Background: an optimization exercise with open tools, aiming at small area and few clock cycles. Do not read the settings as production practice. In this exercise RTL edits were held to simulation tests only and were not proved equivalent to the original. The flow treats the clock pin as an ideal source. Dropping or thinning the clock tree relies on that and would not hold on a real chip. Power and IR drop assume default switching activity.

==> flow/design.v (excerpt) <==
module date_string_validator (
    input  wire logic        i_clk,
    input  wire logic        i_rst_n,
    input  wire logic        i_valid,
    output logic             o_stall,
    input  wire logic [8:0]  i_data,
    output logic             o_valid,
    input  wire logic        i_stall,
    output logic [26:0] o_data,
    input  wire logic        i_cfg_we,
    input  wire logic        i_cfg_index,
    input  wire logic [13:0] i_cfg_data
);
Size in the first run: about 390 cells after synthesis, about 58 I/O pins.
clock: 7.0 ns
lec_check: 0
abc_area: 1
cap_margin: 20
core_margin: 2
core_utilization: 70
gpl_timing_driven: 0
slew_margin: 20
standard.sh (not shown) runs the stock make flow with config.mk's settings and CLKGATE_MAP_FILE= SYNTH_SCRIPT=/design/flow/synth_recipe.tcl, a recipe that flattens the netlist after the stock synthesis.
==> flow/flow/run.sh <==
#!/bin/bash
# The standard synthesis, then its combinational logic re-mapped for area
# by ABC (every register kept, same cell and name), then the standard
# layout with two changes: the port buffers are made from the smallest
# buffer cell, and the clock tree is a flat one of a few buffers
# (flow/pre_cts.tcl).
set -euo pipefail
HERE=$(pwd)
R=$HERE/orfs/results/$FLOW_PLATFORM/date_string_validator/base
L=$HERE/orfs/logs/$FLOW_PLATFORM/date_string_validator/base
YOSYS=$(command -v yosys || echo "$FLOW_HOME/../tools/install/yosys/bin/yosys")

bash standard.sh synth > standard_synth.log 2>&1
cp "$R/1_2_yosys.v" "$HERE/synth_standard.v"

LIB=$FLOW_HOME/platforms/$FLOW_PLATFORM/lib/sky130_fd_sc_hd__tt_025C_1v80.lib
DU=$(grep -o -- "-dont_use [A-Za-z0-9_]*" "$L/1_2_yosys.log" | sort -u | tr '\n' ' ')
SEQ=$(grep -o "sky130_fd_sc_hd__[a-z0-9_]*" synth_standard.v | sort -u | grep -E "__(e?s?df|dl|sedf)" | tr '\n' ' ')
sed -e "s#@LIB@#$LIB#g" -e "s#@SEQ@#$SEQ#" -e "s#@DU@#$DU#" \
    -e "s#@IN@#$HERE/synth_standard.v#" -e "s#@OUT@#$R/1_2_yosys.v#g" \
    -e "s#@SCRIPT@#$HERE/flow/area.abc#" -e "s#@TOP@#$FLOW_TOP#g" flow/reopt.ys > reopt.ys
"$YOSYS" -s reopt.ys > reopt.log 2>&1
rm -f "$R/1_synth.odb" "$R/1_synth.sdc"

export FLAT_CTS_BUFFER=sky130_fd_sc_hd__clkbuf_8
export FLAT_CTS_GROUPS=4
bash standard.sh "BUFFER_PORTS_ARGS=-buffer_cell sky130_fd_sc_hd__buf_1" \
    "PRE_CTS_TCL=$HERE/flow/pre_cts.tcl" finish > standard.log 2>&1
==> flow/flow/flat_clock_tree.tcl <==
# A flat clock tree: the register clock pins are split into k groups of
# nearly equal size by place (balanced k-means on their positions), and
# each group is driven by one clock buffer placed at the group's centre.
# The clock port feeds only the k buffer inputs.
proc flat_clock_tree { port_net_name master_name k } {
  set block [ord::get_db_block]
  set master [[ord::get_db] findMaster $master_name]
  set clk [$block findNet $port_net_name]
  set pins {}
  foreach it [$clk getITerms] {
    set loc [[$it getInst] getLocation]
    lappend pins [list $it [lindex $loc 0] [lindex $loc 1]]
  }
  set n [llength $pins]
  # Start the centres on pins spread through the list sorted by x.
  set sorted [lsort -integer -index 1 $pins]
  set cx {}
  set cy {}
  for {set c 0} {$c < $k} {incr c} {
    set p [lindex $sorted [expr {($c * $n + $n / 2) / $k}]]
    lappend cx [lindex $p 1]
    lappend cy [lindex $p 2]
  }
  # Balanced k-means: each group takes at most ceil(n / k) pins, handed out
  # nearest first.
  set cap [expr {($n + $k - 1) / $k}]
  for {set iter 0} {$iter < 20} {incr iter} {
    set pairs {}
    for {set i 0} {$i < $n} {incr i} {
      set p [lindex $pins $i]
      for {set c 0} {$c < $k} {incr c} {
        set d [expr {abs([lindex $p 1] - [lindex $cx $c]) + abs([lindex $p 2] - [lindex $cy $c])}]
        lappend pairs [list $d $i $c]
      }
    }
    set assign [lrepeat $n -1]
    set size [lrepeat $k 0]
    foreach pr [lsort -integer -index 0 $pairs] {
      lassign $pr d i c
      if {[lindex $assign $i] < 0 && [lindex $size $c] < $cap} {
        lset assign $i $c
        lset size $c [expr {[lindex $size $c] + 1}]
      }
    }
    for {set c 0} {$c < $k} {incr c} {
      set sx 0; set sy 0; set m 0
      foreach p $pins a $assign {
        if {$a == $c} { incr sx [lindex $p 1]; incr sy [lindex $p 2]; incr m }
      }
      if {$m > 0} {
        lset cx $c [expr {$sx / $m}]
        lset cy $c [expr {$sy / $m}]
      }
    }
  }
  for {set c 0} {$c < $k} {incr c} {
    set leaf [odb::dbNet_create $block "${port_net_name}_leaf_$c"]
    $leaf setSigType CLOCK
    set buf [odb::dbInst_create $block $master "${port_net_name}_leaf_buf_$c"]
    [$buf findITerm A] connect $clk
    [$buf findITerm X] connect $leaf
    $buf setLocation [lindex $cx $c] [lindex $cy $c]
    $buf setPlacementStatus PLACED
    set m 0
    foreach p $pins a $assign {
      if {$a == $c} {
        set it [lindex $p 0]
        $it disconnect
        $it connect $leaf
        incr m
      }
    }
    puts "flat_clock_tree: $master_name $c drives $m clock pins"
  }
}
Other scripts of this flow, unchanged in this note and not shown: flow/flow/area.abc, flow/flow/pre_cts.tcl, flow/flow/reopt.ys
Testbench counts at the start, summed over its fixed seeds: cycles 32,331.
==> next run, changes <==
--- a/flow/flow/run.sh
+++ b/flow/flow/run.sh
@@ -17,12 +17,36 @@
 DU=$(grep -o -- "-dont_use [A-Za-z0-9_]*" "$L/1_2_yosys.log" | sort -u | tr '\n' ' ')
 SEQ=$(grep -o "sky130_fd_sc_hd__[a-z0-9_]*" synth_standard.v | sort -u | grep -E "__(e?s?df|dl|sedf)" | tr '\n' ' ')
-sed -e "s#@LIB@#$LIB#g" -e "s#@SEQ@#$SEQ#" -e "s#@DU@#$DU#" \
-    -e "s#@IN@#$HERE/synth_standard.v#" -e "s#@OUT@#$R/1_2_yosys.v#g" \
-    -e "s#@SCRIPT@#$HERE/flow/area.abc#" -e "s#@TOP@#$FLOW_TOP#g" flow/reopt.ys > reopt.ys
-"$YOSYS" -s reopt.ys > reopt.log 2>&1
+# ABC's deep synthesis is a randomised search: run it from a few seeds side by
+# side and keep the smallest netlist.
+best=""
+best_area=""
+for seed in 1 2 3 4; do
+  mkdir -p "reopt_$seed"
+  sed "s/&deepsyn -T 60/\&deepsyn -T 60 -S $seed/" flow/area.abc > "reopt_$seed/area.abc"
+  sed -e "s#@LIB@#$LIB#g" -e "s#@SEQ@#$SEQ#" -e "s#@DU@#$DU#" \
+      -e "s#@IN@#$HERE/synth_standard.v#" -e "s#@OUT@#$HERE/reopt_$seed/out.v#g" \
+      -e "s#@SCRIPT@#$HERE/reopt_$seed/area.abc#" -e "s#@TOP@#$FLOW_TOP#g" flow/reopt.ys > "reopt_$seed/reopt.ys"
+  ( cd "reopt_$seed" && "$YOSYS" -s reopt.ys > "$HERE/reopt_$seed.log" 2>&1 && touch done ) &
+done
+wait
+for seed in 1 2 3 4; do
+  area=$( (grep "Chip area" "reopt_$seed.log" || true) | tail -1 | awk '{print $NF}')
+  [[ -n "$area" && -f "reopt_$seed/done" ]] || continue
+  if [[ -z "$best" ]] || awk "BEGIN{exit !($area < $best_area)}"; then
+    best=$seed
+    best_area=$area
+  fi
+done
+# A seed on which ABC fails is skipped; if all fail, the standard netlist stays.
+echo "reopt: seed ${best:-none}, area ${best_area:-none}" > reopt.log
+if [[ -n "$best" ]]; then
+  cp "reopt_$best/out.v" "$R/1_2_yosys.v"
+fi
 rm -f "$R/1_synth.odb" "$R/1_synth.sdc"
 
 export FLAT_CTS_BUFFER=sky130_fd_sc_hd__clkbuf_8
 export FLAT_CTS_GROUPS=4
+export FLAT_CTS_BIG_BUFFER=sky130_fd_sc_hd__clkbuf_16
+export FLAT_CTS_MAX_SLEW=0.105
 bash standard.sh "BUFFER_PORTS_ARGS=-buffer_cell sky130_fd_sc_hd__buf_1" \
     "PRE_CTS_TCL=$HERE/flow/pre_cts.tcl" finish > standard.log 2>&1
--- a/flow/flow/flat_clock_tree.tcl
+++ b/flow/flow/flat_clock_tree.tcl
@@ -73,3 +73,19 @@
     puts "flat_clock_tree: $master_name $c drives $m clock pins"
   }
+  # Give a group whose register clock pins would see a slow edge (by the
+  # placement estimate) the next larger buffer.
+  set_propagated_clock [all_clocks]
+  estimate_parasitics -placement
+  for {set c 0} {$c < $k} {incr c} {
+    set mx 0
+    foreach p [get_pins -of_objects [get_nets "${port_net_name}_leaf_$c"] -filter "direction==input"] {
+      set sl [get_property $p slew_max]
+      if {$sl > $mx} { set mx $sl }
+    }
+    if {$mx > $::env(FLAT_CTS_MAX_SLEW)} {
+      set buf [$block findInst "${port_net_name}_leaf_buf_$c"]
+      $buf swapMaster [[ord::get_db] findMaster $::env(FLAT_CTS_BIG_BUFFER)]
+      puts "flat_clock_tree: group $c slew $mx, buffer now $::env(FLAT_CTS_BIG_BUFFER)"
+    }
+  }
 }
Outcome: The new run completed with no timing, DRC or antenna violations; total power goes up by 0.31%; clock skew is about the same; register-to-register slack improved by 660 ps; routed wire length goes up by 0.57%; global-route usage goes down by 0.20 points; worst hold slack got worse by 14 ps; sequential share of layout area barely changes; area after synthesis stays flat; design area barely changes.
==> next run, changes <==
--- a/flow/flow/run.sh
+++ b/flow/flow/run.sh
@@ -19,7 +19,6 @@
 # ABC's deep synthesis is a randomised search: run it from a few seeds side by
 # side and keep the smallest netlist.
-best=""
-best_area=""
-for seed in 1 2 3 4; do
+SEEDS="1 2 3 4 5 6 7 8"
+for seed in $SEEDS; do
   mkdir -p "reopt_$seed"
   sed "s/&deepsyn -T 60/\&deepsyn -T 60 -S $seed/" flow/area.abc > "reopt_$seed/area.abc"
@@ -27,8 +26,11 @@
       -e "s#@IN@#$HERE/synth_standard.v#" -e "s#@OUT@#$HERE/reopt_$seed/out.v#g" \
       -e "s#@SCRIPT@#$HERE/reopt_$seed/area.abc#" -e "s#@TOP@#$FLOW_TOP#g" flow/reopt.ys > "reopt_$seed/reopt.ys"
-  ( cd "reopt_$seed" && "$YOSYS" -s reopt.ys > "$HERE/reopt_$seed.log" 2>&1 && touch done ) &
 done
-wait
-for seed in 1 2 3 4; do
+export YOSYS HERE
+printf '%s\n' $SEEDS | xargs -P "${NUM_CORES:-4}" -I{} bash -c \
+  'cd "$HERE/reopt_{}" && "$YOSYS" -s reopt.ys > "$HERE/reopt_{}.log" 2>&1 && touch done || true'
+best=""
+best_area=""
+for seed in $SEEDS; do
   area=$( (grep "Chip area" "reopt_$seed.log" || true) | tail -1 | awk '{print $NF}')
   [[ -n "$area" && -f "reopt_$seed/done" ]] || continue
Total power hardly moves.
Register-to-register slack improved by 100 ps.
Final area climbs by about 0.32%.
==> next run, changes <==
--- a/flow/flow/run.sh
+++ b/flow/flow/run.sh
@@ -19,6 +19,7 @@
 # ABC's deep synthesis is a randomised search: run it from a few seeds side by
 # side and keep the smallest netlist.
-SEEDS="1 2 3 4 5 6 7 8"
-for seed in $SEEDS; do
+best=""
+best_area=""
+for seed in 1 2 3 4; do
   mkdir -p "reopt_$seed"
   sed "s/&deepsyn -T 60/\&deepsyn -T 60 -S $seed/" flow/area.abc > "reopt_$seed/area.abc"
@@ -26,13 +27,10 @@
       -e "s#@IN@#$HERE/synth_standard.v#" -e "s#@OUT@#$HERE/reopt_$seed/out.v#g" \
       -e "s#@SCRIPT@#$HERE/reopt_$seed/area.abc#" -e "s#@TOP@#$FLOW_TOP#g" flow/reopt.ys > "reopt_$seed/reopt.ys"
+  ( cd "reopt_$seed" && "$YOSYS" -s reopt.ys > "$HERE/reopt_$seed.log" 2>&1 ) &
 done
-export YOSYS HERE
-printf '%s\n' $SEEDS | xargs -P "${NUM_CORES:-4}" -I{} bash -c \
-  'cd "$HERE/reopt_{}" && "$YOSYS" -s reopt.ys > "$HERE/reopt_{}.log" 2>&1 && touch done || true'
-best=""
-best_area=""
-for seed in $SEEDS; do
-  area=$( (grep "Chip area" "reopt_$seed.log" || true) | tail -1 | awk '{print $NF}')
-  [[ -n "$area" && -f "reopt_$seed/done" ]] || continue
+wait
+for seed in 1 2 3 4; do
+  area=$(grep "Chip area" "reopt_$seed.log" | tail -1 | awk '{print $NF}')
+  [[ -n "$area" && -f "reopt_$seed/out.v" ]] || continue
   if [[ -z "$best" ]] || awk "BEGIN{exit !($area < $best_area)}"; then
     best=$seed
@@ -40,9 +38,6 @@
   fi
 done
-# A seed on which ABC fails is skipped; if all fail, the standard netlist stays.
-echo "reopt: seed ${best:-none}, area ${best_area:-none}" > reopt.log
-if [[ -n "$best" ]]; then
-  cp "reopt_$best/out.v" "$R/1_2_yosys.v"
-fi
+echo "reopt: seed $best, area $best_area" > reopt.log
+cp "reopt_$best/out.v" "$R/1_2_yosys.v"
 rm -f "$R/1_synth.odb" "$R/1_synth.sdc"
 
Utilization drops by 0.79 points.
Via count shrinks by 1.2%.
Setup slack loses 240 ps.
Design area is lower by 0.97%.
Global-route usage increases by 1.3 points.
Maximum frequency goes down by 4.0%.
Sequential cell count is unchanged.
Wire length falls by 0.91%.
==> next run, changes <==
==> flow/flow/run.sh (replaced) <==
#!/bin/bash
# The standard synthesis, then its combinational logic re-mapped for area
# by ABC (every register kept, same cell and name), then the standard
# layout with two changes: the port buffers are made from the smallest
# buffer cell, and the clock tree is a flat one of a few buffers
# (flow/pre_cts.tcl).
set -euo pipefail
HERE=$(pwd)
R=$HERE/orfs/results/$FLOW_PLATFORM/date_string_validator/base
L=$HERE/orfs/logs/$FLOW_PLATFORM/date_string_validator/base
YOSYS=$(command -v yosys || echo "$FLOW_HOME/../tools/install/yosys/bin/yosys")

bash standard.sh synth > standard_synth.log 2>&1
cp "$R/1_2_yosys.v" "$HERE/synth_standard.v"

LIB=$FLOW_HOME/platforms/$FLOW_PLATFORM/lib/sky130_fd_sc_hd__tt_025C_1v80.lib
DU=$(grep -o -- "-dont_use [A-Za-z0-9_]*" "$L/1_2_yosys.log" | sort -u | tr '\n' ' ')
SEQ=$(grep -o "sky130_fd_sc_hd__[a-z0-9_]*" synth_standard.v | sort -u | grep -E "__(e?s?df|dl|sedf)" | tr '\n' ' ')
sed -e "s#@LIB@#$LIB#g" -e "s#@SEQ@#$SEQ#" -e "s#@DU@#$DU#" \
    -e "s#@IN@#$HERE/synth_standard.v#" -e "s#@OUT@#$R/1_2_yosys.v#g" \
    -e "s#@SCRIPT@#$HERE/flow/area.abc#" -e "s#@TOP@#$FLOW_TOP#g" flow/reopt.ys > reopt.ys
"$YOSYS" -s reopt.ys > reopt.log 2>&1
rm -f "$R/1_synth.odb" "$R/1_synth.sdc"

export FLAT_CTS_BUFFER=sky130_fd_sc_hd__clkbuf_8
export FLAT_CTS_GROUPS=4
bash standard.sh "BUFFER_PORTS_ARGS=-buffer_cell sky130_fd_sc_hd__buf_1" \
    "PRE_CTS_TCL=$HERE/flow/pre_cts.tcl" finish > standard.log 2>&1
--- a/flow/flow/flat_clock_tree.tcl
+++ b/flow/flow/flat_clock_tree.tcl
@@ -73,19 +73,3 @@
     puts "flat_clock_tree: $master_name $c drives $m clock pins"
   }
-  # Give a group whose register clock pins would see a slow edge (by the
-  # placement estimate) the next larger buffer.
-  set_propagated_clock [all_clocks]
-  estimate_parasitics -placement
-  for {set c 0} {$c < $k} {incr c} {
-    set mx 0
-    foreach p [get_pins -of_objects [get_nets "${port_net_name}_leaf_$c"] -filter "direction==input"] {
-      set sl [get_property $p slew_max]
-      if {$sl > $mx} { set mx $sl }
-    }
-    if {$mx > $::env(FLAT_CTS_MAX_SLEW)} {
-      set buf [$block findInst "${port_net_name}_leaf_buf_$c"]
-      $buf swapMaster [[ord::get_db] findMaster $::env(FLAT_CTS_BIG_BUFFER)]
-      puts "flat_clock_tree: group $c slew $mx, buffer now $::env(FLAT_CTS_BIG_BUFFER)"
-    }
-  }
 }
- GPL_TIMING_DRIVEN: 0 -> not set
=> The changed run passed the timing, DRC and antenna checks; worst setup slack improves by 330 ps; first-iteration DRC count is lower by about a fifth; global-route usage is lower by 0.95 points; routed wire length is higher by a few percent; cell area is higher slightly.
In every run of this note, the design's own scripts or RTL, not TritonCTS, make the clock network.

==> what the ideal ports hide <==
The results above use ideal ports. As a check the final layouts listed here were re-extracted and re-timed, cells and wires unchanged. Step 1 (the two cells are an assumption about what drives the block):
set clk [get_ports {i_clk}]
set_driving_cell -lib_cell sky130_fd_sc_hd__clkbuf_16 $clk
set_driving_cell -lib_cell sky130_fd_sc_hd__buf_2 [delete_from_list [all_inputs] $clk]
Step 2 adds t to the input delays and takes it off the output delays; t is the mean of the earliest and latest rising clock arrival at the registers after step 1. Input paths then give back, and output paths get back, about the clock's delay inside the block. Three values: ideal, step 1, step 2; two values: the first two.
| run | t (ns) | setup WS [ns] | hold WS [ns] | worst setup path after step 2 | cell pins on the clock port's net |
|---|---|---|---|---|---|
| the first run | 0.211 | 0.480 / 0.517 / 0.306 | 0.488 / 0.488 / 0.488 | input to register | 4 |
| the second run | 0.213 | 0.979 / 1.011 / 0.798 | 0.474 / 0.474 / 0.474 | input to register | 4 |
| the third run | 0.213 | 1.159 / 1.195 / 0.981 | 0.491 / 0.491 / 0.491 | input to register | 4 |
| the fourth run | 0.210 | 0.916 / 0.958 / 0.749 | 0.478 / 0.478 / 0.478 | input to register | 4 |
| the fifth run | 0.229 | 1.248 / 1.180 / 1.409 | 0.497 / 0.497 / 0.497 | register to output | 4 |
After both steps setup and hold are still met in every run listed. The setup slack of the second run, which loses most, moves by +0.032 ns with the drivers and by -0.181 ns with both steps.
